Context: an optimization exercise on an open-source flow, tuned for small area, a short achievable clock period and few clock cycles per item. The choices shown serve that exercise and are no tape-out recipe. Where RTL was checked, it was by simulation tests only, not by an equivalence proof against the original.

==> delta: inputs <==
// barometer_pressure_compensation_unit
module barometer_pressure_compensation_unit (
    input  wire logic        clk,
    input  wire logic        rst_n,
    input  wire logic        s_tvalid,
    output logic             s_tready,
    input  wire logic [23:0] s_tdata,
    output logic             m_tvalid,
    input  wire logic        m_tready,
    output logic [23:0]      m_tdata,
    output logic [0:0]       m_tuser,
    input  wire logic        cfg_we,
    input  wire logic [bpc_pkg::CFG_ADDR_BITS-1:0] cfg_addr,
    input  wire logic [bpc_pkg::COEF_BITS-1:0]     cfg_wdata
);
Settings: LEC_CHECK=0, CAP_MARGIN=20, CORE_MARGIN=2, CORE_UTILIZATION=40, SETUP_SLACK_MARGIN=3.5, SLEW_MARGIN=20; clock period 7.5 ns.
run.sh (not shown) runs the stock make flow with config.mk's settings and CLKGATE_MAP_FILE= SYNTH_SCRIPT=/design/flow/synth_recipe.tcl, a recipe that flattens the netlist after the stock synthesis.
==> tundra: changes against delta <==
--- a/flow/config.mk
+++ b/flow/config.mk
@@ -8,5 +8,4 @@
 export CAP_MARGIN = 20
 export CORE_MARGIN = 2
 export CORE_UTILIZATION = 40
-export SETUP_SLACK_MARGIN = 3.5
 export SLEW_MARGIN = 20
==> notes <==
In area after synthesis, delta and tundra do not differ. Between tundra and delta, the lower design area is in tundra (gap 9.9%, measured against delta). Against delta, the cell count of tundra is smaller by 5.1%. In delta the first-iteration DRC count is higher than in tundra, by 12%. Between tundra and delta, the lower non-clock buffer count is in tundra (gap 209). Against delta, the via count of tundra is lower by 4.2%. Synthesized cell count is the same in tundra and delta. Between delta and tundra, the lower setup slack is in tundra (gap 860 ps).
==> figures <==
metric                                                             tundra           delta
Status                                                     finished clean  finished clean
Global placement routability congestion                             0.862           0.862
Tot GR Track Use                                                    18.6%           20.2%
Setup repair after global routing missed its margin                 false            true
Number of DRC markers in iteration 0                                 1065            1194
Final net count                                                      3442            3651
Met3 Wirelength                                                   3490 µm         3940 µm
Pin count of the biggest net entering global routing                   81              84
Worst slew margin                                                   28.8%           34.1%
Global-route wire length before repair                          117000 µm       125000 µm
Portion of the layout cell area used by non-clock buffers           2.67%           8.26%
Final critical-path required period                               6030 ps         5170 ps
Multi-input combinational cell area                             19500 µm²       21000 µm²
Multi-input combinational cell count                                 1879            1880
Half-perimeter wire length after detailed placement              54100 µm        54300 µm
Testbench counts of delta, summed over its fixed seeds: cycles 12,032, items 12,000.
Testbench counts of tundra, summed over its fixed seeds: cycles 12,032, items 12,000.


==> trial 30: inputs <==
barometer_pressure_compensation_unit, a different RTL version from the one above (not shown whole).
## barometer_pressure_compensation_unit
module barometer_pressure_compensation_unit (
    input  wire logic        clk,
    input  wire logic        rst_n,
    input  wire logic        s_tvalid,
    output logic             s_tready,
    input  wire logic [23:0] s_tdata,
    output logic             m_tvalid,
    input  wire logic        m_tready,
    output logic [23:0]      m_tdata,
    output logic [0:0]       m_tuser,
    input  wire logic        cfg_we,
    input  wire logic [bpc_pkg::CFG_ADDR_BITS-1:0] cfg_addr,
    input  wire logic [bpc_pkg::COEF_BITS-1:0]     cfg_wdata
);
clock: 7.5 ns
lec_check: 0
abc_area: 1
cap_margin: 20
core_margin: 2
core_utilization: 40
setup_slack_margin: 2.5
slew_margin: 20
standard.sh (not shown) runs the stock make flow with config.mk's settings and CLKGATE_MAP_FILE= SYNTH_SCRIPT=/design/flow/synth_recipe.tcl, a recipe that flattens the netlist after the stock synthesis.
==> flow/flow/run.sh <==
#!/bin/bash
# The standard layout, with one step added between synthesis and floorplan:
# polarity.py removes inverters around the full-adder cells of the synthesized
# netlist (a full adder complements both outputs when its three inputs are
# complemented, so each fa cell can take its inputs in whichever polarity needs
# fewer inverters). Registers, cells other than inverters and every other step
# are the standard flow's.
set -euo pipefail
res=orfs/results/${FLOW_PLATFORM}/barometer_pressure_compensation_unit/base
bash standard.sh synth > standard_synth.log 2>&1
cp "$res/1_2_yosys.v" synth_netlist.v
python3 flow/polarity.py synth_netlist.v "$res/1_2_yosys.v" > polarity.log 2>&1
touch "$res/1_2_yosys.v"
bash standard.sh finish > standard_finish.log 2>&1
==> flow/flow/polarity.py <==
#!/usr/bin/env python3
"""Removes inverters around full-adder cells of a flat sky130 gate netlist.

A full adder is self-dual: complementing its three inputs complements both
outputs.  Each fa cell may therefore be "flipped" (inputs and outputs taken
in complemented form) without changing what the netlist computes.  The script
collapses the netlist's inverters, picks a flip for every fa cell by local
search so that as few signals as possible are needed in both polarities, and
writes the netlist back with one inverter per signal that still needs its
complement.  Flip-flops, ports and every other cell are left as they are.

usage: polarity.py IN.v OUT.v
"""
import re
import sys
import random

OUT_PINS = {"X", "Y", "Q", "Q_N", "SUM", "COUT", "HI", "LO", "GCLK"}
INV_RE = re.compile(r"^sky130_fd_sc_hd__(inv|clkinv)_\d+$")
FA_RE = re.compile(r"^sky130_fd_sc_hd__fa_\d+$")


def esc(net):
    """an escaped identifier ends at white space"""
    return net + " " if net.startswith("\\") else net


def parse(text):
    m = re.search(r"^\s*module\s+(\w+)\s*\((.*?)\);", text, re.S | re.M)
    ports = [p.strip() for p in m.group(2).split(",")]
    cell_re = re.compile(r"^  (sky130_fd_sc_hd__\w+)\s+(\S+)\s*\((.*?)\n  \);\n", re.S | re.M)
    cells = []
    spans = []
    for cm in cell_re.finditer(text):
        pins = {}
        for pm in re.finditer(r"\.(\w+)\(([^()]*)\)", cm.group(3)):
            pins[pm.group(1)] = pm.group(2).strip()
        cells.append([cm.group(1), cm.group(2), pins])
        spans.append((cm.start(), cm.end()))
    return ports, cells, spans


def main():
    src, dst = sys.argv[1], sys.argv[2]
    text = open(src).read()
    ports, cells, spans = parse(text)
    assert "assign" not in text, "netlist has assign statements"

    def is_port(net):
        base = net.lstrip("\\").split("[")[0].strip()
        return base in ports

    driver = {}            # net -> (cell index, pin)
    loads = {}             # net -> list of (cell index, pin)
    for i, (typ, name, pins) in enumerate(cells):
        for p, n in pins.items():
            if p in OUT_PINS:
                assert n not in driver, f"two drivers on {n}"
                driver[n] = (i, p)
            else:
                loads.setdefault(n, []).append((i, p))

    # inverters that may be collapsed: input driven by a cell, output feeding only cells
    inv = set()
    for i, (typ, name, pins) in enumerate(cells):
        if INV_RE.match(typ):
            a, y = pins["A"], pins["Y"]
            if a in driver and not is_port(a) and not is_port(y) and y in loads:
                inv.add(i)

    def root(net):
        pol = 0
        while net in driver and driver[net][0] in inv:
            net = cells[driver[net][0]][2]["A"]
            pol ^= 1
        return net, pol

    fa = [i for i, c in enumerate(cells) if FA_RE.match(c[0])]
    faidx = {i: k for k, i in enumerate(fa)}
    # requirements: for each root net, list of (fa index or -1, polarity)
    req = {}
    for i, (typ, name, pins) in enumerate(cells):
        if i in inv:
            continue
        for p, n in pins.items():
            if p in OUT_PINS:
                continue
            r, pol = root(n)
            req.setdefault(r, []).append((faidx.get(i, -1), pol, i, p))
    src_fa = {}
    for r in req:
        if r in driver and driver[r][0] in faidx:
            src_fa[r] = faidx[driver[r][0]]
    touch = [[] for _ in fa]
    for r, lst in req.items():
        ks = {k for k, _, _, _ in lst if k >= 0}
        if r in src_fa:
            ks.add(src_fa[r])
        for k in ks:
            touch[k].append(r)

    x = [0] * len(fa)

    def cost(r):
        sp = x[src_fa[r]] if r in src_fa else 0
        for k, pol, _, _ in req[r]:
            if (pol ^ (x[k] if k >= 0 else 0)) != sp:
                return 1
        return 0

    def total():
        return sum(cost(r) for r in req)

    start = total()
    best = list(x)
    best_cost = start
    rng = random.Random(1)
    for trial in range(8):
        if trial:
            x = [v if rng.random() < 0.8 else 1 - v for v in best]
        improved = True
        while improved:
            improved = False
            for k in range(len(fa)):
                rs = set(touch[k])
                before = sum(cost(r) for r in rs)
                x[k] ^= 1
                after = sum(cost(r) for r in rs)
                if after < before:
                    improved = True
                else:
                    x[k] ^= 1
        c = total()
        if c < best_cost:
            best, best_cost = list(x), c
    x = best

    # rewrite: drop collapsed inverters, add one inverter per root that needs it
    newpins = {}
    added = []
    decl = []
    for r, lst in req.items():
        sp = x[src_fa[r]] if r in src_fa else 0
        comp = None
        for k, pol, i, p in lst:
            need = pol ^ (x[k] if k >= 0 else 0)
            if need == sp:
                net = r
            else:
                if comp is None:
                    comp = f"polnet_{len(added)}"
                    added.append((r, comp))
                    decl.append(f"  wire {comp};\n")
                net = comp
            newpins.setdefault(i, {})[p] = net
    out = []
    last = 0
    for i, (s, e) in enumerate(spans):
        out.append(text[last:s])
        last = e
        if i in inv:
            continue
        typ, name, pins = cells[i]
        pins = dict(pins)
        pins.update(newpins.get(i, {}))
        body = ",\n".join(f"    .{p}({esc(n)})" for p, n in pins.items())
        out.append(f"  {typ} {name} (\n{body}\n  );\n")
    tail = text[last:]
    body = "".join(out)
    ins = "".join(f"  sky130_fd_sc_hd__inv_1 polinv_{j} (\n    .A({esc(r)}),\n    .Y({c})\n  );\n"
                  for j, (r, c) in enumerate(added))
    tail = tail.replace("endmodule", ins + "endmodule", 1)
    # declare the new nets after the module's port list declarations
    k = body.find("  wire ")
    body = body[:k] + "".join(decl) + body[k:]
    open(dst, "w").write(body + tail)
    print(f"fa cells {len(fa)}, flipped {sum(x)}; inverters collapsed {len(inv)}, "
          f"signals needing a complement {start} -> {best_cost}, inverters written {len(added)}")


main()
==> build 49 (differences from trial 30) <==
--- a/flow/design.v
+++ b/flow/design.v
@@ -39,33 +39,31 @@
     logic signed [15:0] c12x3_reg;    
     logic [3:0]  ok_reg;
     logic        a0_ok, b1_ok, b2_ok, c12_ok;
     logic [15:0] a0_g, b1_g;
     logic [3:0]  vld;
     logic        en;
     logic [9:0]  p1_reg, t1_reg;
-    logic [3:0]  tk_next, tk2_reg;
+    logic [3:0]  tk;
     logic [11:0] temp_next;
     logic [25:0] x_next, x2_reg;
     logic [27:0] y_next, y2_reg;
     logic [9:0]  p2_reg, t2_reg;
-    logic [16:0]  lo_sum;
+    logic [18:0]  lo_sum;
     logic        c3_reg;
-    logic [28-1:0] ra3_reg, rb3_reg;
-    logic [11:0] temp3_reg;
-    logic [28-1:0] s_full;
+    logic [26-1:0] ra3_reg, rb3_reg;
+    logic [9:0]  t3_reg;
+    logic [26-1:0] s_full;
     logic [25:0] v;
     logic        clip_lo4_reg, clip_hi4_reg;
     logic [12:0] hl;
     logic [11:0] h4_reg;
     logic [2:0]  g4_reg;
-    logic        r4_ones_reg;
-    logic [2:0]  r4_low_reg;
+    logic        c4_reg;
     logic [11:0] temp4_reg;
-    logic        c;
     logic [12:0] q2;
     logic [11:0] pres;
     assign en       = !vld[3] || m_tready;
     assign s_tready = en;
     assign m_tvalid = vld[3];
     assign m_tdata  = {temp4_reg, pres};
     assign m_tuser  = clip_lo4_reg || clip_hi4_reg;
@@ -1241,27 +1239,26 @@
     assign {tc_c77, tc_s77} = {1'b0, tb_ra[43]} + {1'b0, tb_ra[37]} + {1'b0, tb_rb[43]};
     wire tc_s78, tc_c78;
     assign {tc_c78, tc_s78} = {1'b0, tb_rb[37]} + {1'b0, tc_c75} + {1'b0, tc_s77};
     wire [43:0] tc_ra = {tc_c76, tc_c74, tc_c72, tc_c70, tc_c68, tc_c66, tc_c64, tc_c62, tc_c60, tc_c58, tc_c56, tc_c54, tc_c52, tc_c50, tc_c48, tc_c46, tc_c44, tc_c42, tc_c40, tc_c38, tc_c36, tc_c34, tc_c32, tc_c30, tc_c28, tc_c26, tc_c24, tc_c22, tc_c20, tc_c18, tc_c16, tc_c14, tc_c12, tb_ra[10], tc_c8, tc_c6, tc_c4, tc_s4, tb_ra[5], tb_ra[4], tb_rb[3], tb_ra[2], tb_ra[1], tb_ra[0]};
     wire [43:0] tc_rb = {tc_s78, tc_s76, tc_s74, tc_s72, tc_s70, tc_s68, tc_s66, tc_s64, tc_s62, tc_s60, tc_s58, tc_s56, tc_s54, tc_s52, tc_s50, tc_s48, tc_s46, tc_s44, tc_s42, tc_s40, tc_s38, tc_s36, tc_s34, tc_s32, tc_s30, tc_s28, tc_s26, tc_s24, tc_s22, tc_s20, tc_s18, tc_s16, tc_s14, tc_s12, tc_s10, tc_s8, tc_s6, 1'b0, tc_s2, tc_s1, tc_s0, tb_rb[2], tb_rb[1], tb_rb[0]};
     assign x_next = ta_ra + ta_rb;
     assign y_next = ty_ra + ty_rb;
-    assign tk_next = 4'(t1_reg >= 10'd17)  + 4'(t1_reg >= 10'd124) + 4'(t1_reg >= 10'd231)
-                   + 4'(t1_reg >= 10'd338) + 4'(t1_reg >= 10'd445) + 4'(t1_reg >= 10'd552)
-                   + 4'(t1_reg >= 10'd659) + 4'(t1_reg >= 10'd766) + 4'(t1_reg >= 10'd873)
-                   + 4'(t1_reg >= 10'd980);
-    assign temp_next = bpc_pkg::T_BASE + 12'(tk2_reg) - 12'(t2_reg) - 12'({t2_reg, 1'b0});
-    assign lo_sum = {1'b0, tc_ra[16-1:0]} + {1'b0, tc_rb[16-1:0]};
-    assign s_full = ra3_reg + rb3_reg + 28'(c3_reg);
-    assign v      = s_full[28-1:2];
+    assign tk = 4'(t3_reg >= 10'd17)  + 4'(t3_reg >= 10'd124) + 4'(t3_reg >= 10'd231)
+              + 4'(t3_reg >= 10'd338) + 4'(t3_reg >= 10'd445) + 4'(t3_reg >= 10'd552)
+              + 4'(t3_reg >= 10'd659) + 4'(t3_reg >= 10'd766) + 4'(t3_reg >= 10'd873)
+              + 4'(t3_reg >= 10'd980);
+    assign temp_next = bpc_pkg::T_BASE + 12'(tk) - 12'(t3_reg) - 12'({t3_reg, 1'b0});
+    assign lo_sum = {1'b0, tc_ra[18-1:0]} + {1'b0, tc_rb[18-1:0]};
+    assign s_full = ra3_reg + rb3_reg + 26'(c3_reg);
+    assign v      = s_full[26-1:0];
     assign hl     = 13'(v[21:10]) + 13'(v[9:0]);
     always_comb
     begin
-        c  = r4_ones_reg && (4'(r4_low_reg) + 4'(g4_reg) >= 4'd7);
-        q2 = {h4_reg, 1'b1} + {9'd0, g4_reg, c};
+        q2 = {h4_reg, 1'b1} + {9'd0, g4_reg, c4_reg};
         if (clip_lo4_reg)
             pres = 12'd0;
         else if (clip_hi4_reg)
             pres = 12'd4095;
         else
             pres = q2[12:1];
     end
@@ -1271,23 +1268,21 @@
         begin
             p1_reg       <= s_tdata[9:0];
             t1_reg       <= s_tdata[19:10];
             x2_reg       <= x_next;
             y2_reg       <= y_next;
             p2_reg       <= p1_reg;
             t2_reg       <= t1_reg;
-            tk2_reg      <= tk_next;
-            c3_reg       <= lo_sum[16];
-            ra3_reg      <= tc_ra[43:16];
-            rb3_reg      <= tc_rb[43:16];
-            temp3_reg    <= temp_next;
+            c3_reg       <= lo_sum[18];
+            ra3_reg      <= tc_ra[43:18];
+            rb3_reg      <= tc_rb[43:18];
+            t3_reg       <= t2_reg;
             clip_lo4_reg <= v[25];
             clip_hi4_reg <= !v[25] && ((|v[24:22]) || (&v[21:12]));
             h4_reg       <= v[21:10];
             g4_reg       <= hl[12:10];
-            r4_ones_reg  <= &hl[9:3];
-            r4_low_reg   <= hl[2:0];
-            temp4_reg    <= temp3_reg;
+            c4_reg       <= (&hl[9:3]) && (4'(hl[2:0]) + 4'(hl[12:10]) >= 4'd7);
+            temp4_reg    <= temp_next;
         end
     end
 endmodule
 `default_nettype wire
==> flow/flow/run.sh (replaced) <==
#!/bin/bash
# The standard layout, with one step added between synthesis and floorplan:
# polarity.py removes inverters around the full-adder cells of the synthesized
# netlist (a full adder complements both outputs when its three inputs are
# complemented, so each fa cell can take its inputs in whichever polarity needs
# fewer inverters), and gives each fa cell's latest-arriving input its carry
# input pin, the fastest of the three (the cell is symmetric in them). Registers, cells other than inverters and every other step
# are the standard flow's, except that the ports are buffered with buf_2 cells
# (BUFFER_PORTS_ARGS) rather than the slow delay-buffer cell the resizer picks.
set -euo pipefail
res=orfs/results/${FLOW_PLATFORM}/barometer_pressure_compensation_unit/base
bash standard.sh synth > standard_synth.log 2>&1
cp "$res/1_2_yosys.v" synth_netlist.v
python3 flow/polarity.py synth_netlist.v "$res/1_2_yosys.v" > polarity.log 2>&1
touch "$res/1_2_yosys.v"
bash standard.sh "BUFFER_PORTS_ARGS=-buffer_cell sky130_fd_sc_hd__buf_2" finish > standard_finish.log 2>&1
--- a/flow/flow/polarity.py
+++ b/flow/flow/polarity.py
@@ -34,14 +34,84 @@
     for cm in cell_re.finditer(text):
         pins = {}
         for pm in re.finditer(r"\.(\w+)\(([^()]*)\)", cm.group(3)):
             pins[pm.group(1)] = pm.group(2).strip()
         cells.append([cm.group(1), cm.group(2), pins])
         spans.append((cm.start(), cm.end()))
     return ports, cells, spans
+
+
+# rough delays (ns) for ordering the inputs of each full adder: its carry input
+# is its fastest, so the latest-arriving signal goes there
+FA_SUM = {"A": 0.53, "B": 0.50, "CIN": 0.48}
+FA_COUT = {"A": 0.42, "B": 0.39, "CIN": 0.36}
+
+
+def permute_fa_inputs(final, is_port):
+    drv = {}
+    for key, (typ, name, pins) in final.items():
+        for p, n in pins.items():
+            if p in OUT_PINS:
+                drv[n] = key
+    seq = lambda t: ("dfrtp" in t or "dfxtp" in t or "edfxtp" in t or "dfstp" in t
+                     or "conb" in t or "dlx" in t)
+    arr = {}
+    state = {}
+
+    def arrival(net):
+        if net in arr:
+            return arr[net]
+        stack = [net]
+        while stack:
+            n = stack[-1]
+            if n in arr:
+                stack.pop()
+                continue
+            key = drv.get(n)
+            if key is None:
+                arr[n] = 1.7 if is_port(n) else 0.0
+                stack.pop()
+                continue
+            typ, name, pins = final[key]
+            if seq(typ):
+                arr[n] = 0.45
+                stack.pop()
+                continue
+            ins = [m for p, m in pins.items() if p not in OUT_PINS]
+            todo = [m for m in ins if m not in arr]
+            if todo:
+                if state.get(n) == "visiting":
+                    raise RuntimeError("combinational loop at " + n)
+                state[n] = "visiting"
+                stack.extend(todo)
+                continue
+            if FA_RE.match(typ):
+                order = sorted((pins["A"], pins["B"], pins["CIN"]), key=lambda m: arr[m])
+                a = dict(zip(("A", "B", "CIN"), order))
+                pins.update(a)
+                tsum = max(arr[a[p]] + FA_SUM[p] for p in a)
+                tco = max(arr[a[p]] + FA_COUT[p] for p in a)
+                arr[pins["SUM"]] = tsum
+                arr[pins["COUT"]] = tco
+            else:
+                d = 0.06 if INV_RE.match(typ) else (0.3 if "__ha_" in typ else 0.2)
+                t = max(arr[m] for m in ins) + d if ins else 0.0
+                for p, m in pins.items():
+                    if p in OUT_PINS:
+                        arr[m] = t
+            stack.pop()
+        return arr[net]
+
+    before = {k: (v[2]["A"], v[2]["B"], v[2]["CIN"]) for k, v in final.items() if FA_RE.match(v[0])}
+    for key, (typ, name, pins) in final.items():
+        for p, n in pins.items():
+            if p in OUT_PINS:
+                arrival(n)
+    return sum(1 for k, v in before.items()
+               if (final[k][2]["A"], final[k][2]["B"], final[k][2]["CIN"]) != v)
 
 
 def main():
     src, dst = sys.argv[1], sys.argv[2]
     text = open(src).read()
     ports, cells, spans = parse(text)
     assert "assign" not in text, "netlist has assign statements"
@@ -149,33 +219,43 @@
             else:
                 if comp is None:
                     comp = f"polnet_{len(added)}"
                     added.append((r, comp))
                     decl.append(f"  wire {comp};\n")
                 net = comp
             newpins.setdefault(i, {})[p] = net
+    # final connections of every kept cell, and the added inverters
+    final = {}
+    for i, (typ, name, pins) in enumerate(cells):
+        if i in inv:
+            continue
+        p2 = dict(pins)
+        p2.update(newpins.get(i, {}))
+        final[i] = [typ, name, p2]
+    for j, (r, c) in enumerate(added):
+        final[("pol", j)] = ["sky130_fd_sc_hd__inv_1", f"polinv_{j}", {"A": r, "Y": c}]
+    permuted = permute_fa_inputs(final, is_port)
     out = []
     last = 0
     for i, (s, e) in enumerate(spans):
         out.append(text[last:s])
         last = e
         if i in inv:
             continue
-        typ, name, pins = cells[i]
-        pins = dict(pins)
-        pins.update(newpins.get(i, {}))
+        typ, name, pins = final[i]
         body = ",\n".join(f"    .{p}({esc(n)})" for p, n in pins.items())
         out.append(f"  {typ} {name} (\n{body}\n  );\n")
     tail = text[last:]
     body = "".join(out)
     ins = "".join(f"  sky130_fd_sc_hd__inv_1 polinv_{j} (\n    .A({esc(r)}),\n    .Y({c})\n  );\n"
                   for j, (r, c) in enumerate(added))
     tail = tail.replace("endmodule", ins + "endmodule", 1)
     # declare the new nets after the module's port list declarations
     k = body.find("  wire ")
     body = body[:k] + "".join(decl) + body[k:]
     open(dst, "w").write(body + tail)
     print(f"fa cells {len(fa)}, flipped {sum(x)}; inverters collapsed {len(inv)}, "
-          f"signals needing a complement {start} -> {best_cost}, inverters written {len(added)}")
+          f"signals needing a complement {start} -> {best_cost}, inverters written {len(added)}; "
+          f"fa cells with inputs reordered {permuted}")
 
 
 main()
--- a/flow/config.mk
+++ b/flow/config.mk
@@ -5,9 +5,10 @@
 export SDC_FILE = /design/flow/constraint.sdc
 export NUM_CORES = 4
 export LEC_CHECK = 0
 export ABC_AREA = 1
 export CAP_MARGIN = 20
 export CORE_MARGIN = 2
 export CORE_UTILIZATION = 40
+export CTS_BUF_LIST = sky130_fd_sc_hd__clkbuf_4
 export SETUP_SLACK_MARGIN = 2.5
 export SLEW_MARGIN = 20
==> trial 95 (differences from trial 30) <==
==> flow/flow/run.sh (replaced) <==
#!/bin/bash
# The standard layout, with one step added between synthesis and floorplan:
# polarity.py removes inverters around the full-adder cells of the synthesized
# netlist (a full adder complements both outputs when its three inputs are
# complemented, so each fa cell can take its inputs in whichever polarity needs
# fewer inverters). Registers, cells other than inverters and every other step
# are the standard flow's, except that the ports are buffered with buf_2 cells
# (BUFFER_PORTS_ARGS) rather than the slow delay-buffer cell the resizer picks.
set -euo pipefail
res=orfs/results/${FLOW_PLATFORM}/barometer_pressure_compensation_unit/base
bash standard.sh synth > standard_synth.log 2>&1
cp "$res/1_2_yosys.v" synth_netlist.v
python3 flow/polarity.py synth_netlist.v "$res/1_2_yosys.v" > polarity.log 2>&1
touch "$res/1_2_yosys.v"
bash standard.sh "BUFFER_PORTS_ARGS=-buffer_cell sky130_fd_sc_hd__buf_2" finish > standard_finish.log 2>&1
==> summary.txt <==
- Dividing the detail-routed wire length by the instance count gives 19.7 µm.
- The headroom to the max-slew limit is 0.367.
- The aggregate routed wire length is 82300 µm.
- The run finished with no timing, DRC or antenna violations.
- The floorplan step defined a die boundary enclosing 75100 µm².
- The die is 274 µm wide.
Source of the figures above: trial 30

==> summary.txt <==
- The total die area is 75100 µm².
- The die outline width is 274 µm.
- In this run the tightest slew margin relative to its limit is 0.377.
- The aggregate routed wire length is 75100 µm.
- The flow ran to the end and the layout has no timing, DRC or antenna violations.
- The average routed wire per standard cell is 17.8 µm.
Source of the figures above: build 49

==> summary.txt <==
- The worst pin sits at a relative slew slack of 0.338.
- The run finished with no timing, DRC or antenna violations.
- The total die area is 75100 µm².
- Wires add up to 81500 µm.
- Measured along the x axis, the die boundary spans 274 µm.
- The finished cells cover 33800 µm².
Source of the figures above: trial 95

No functional check of the RTL was part of any run of this note.

## port drivers added, routing unchanged
The flow's constraints put no driver on any port. The routed layouts listed below were extracted and timed again, unchanged, in two steps.
Step 1, drivers: a clkbuf_16 drives clk and a buf_2 each remaining input, both assumed.
Step 2 also shifts input and output timing later by t, the mid clock arrival at the registers, as if the neighbouring blocks saw the same clock.
Slacks: no drivers / after step 1 / after step 2; pairs: no drivers / after step 1.
run	shift t [ns]	setup WS [ns]	hold slack, ns	worst setup path at the end
delta	0.612	2.333 / 2.333 / 2.333	0.415 / 0.415 / 0.415	register to register
tundra	0.605	1.472 / 1.472 / 1.472	0.414 / 0.414 / 0.414	register to register
trial 30	0.621	2.506 / 2.441 / 2.541	0.401 / 0.401 / 0.401	register to register
build 49	0.861	2.017 / 2.017 / 2.017	0.401 / 0.401 / 0.401	register to register
trial 95	0.613	2.587 / 2.537 / 2.587	0.416 / 0.416 / 0.416	register to register
After both steps setup and hold are still met in every run listed.
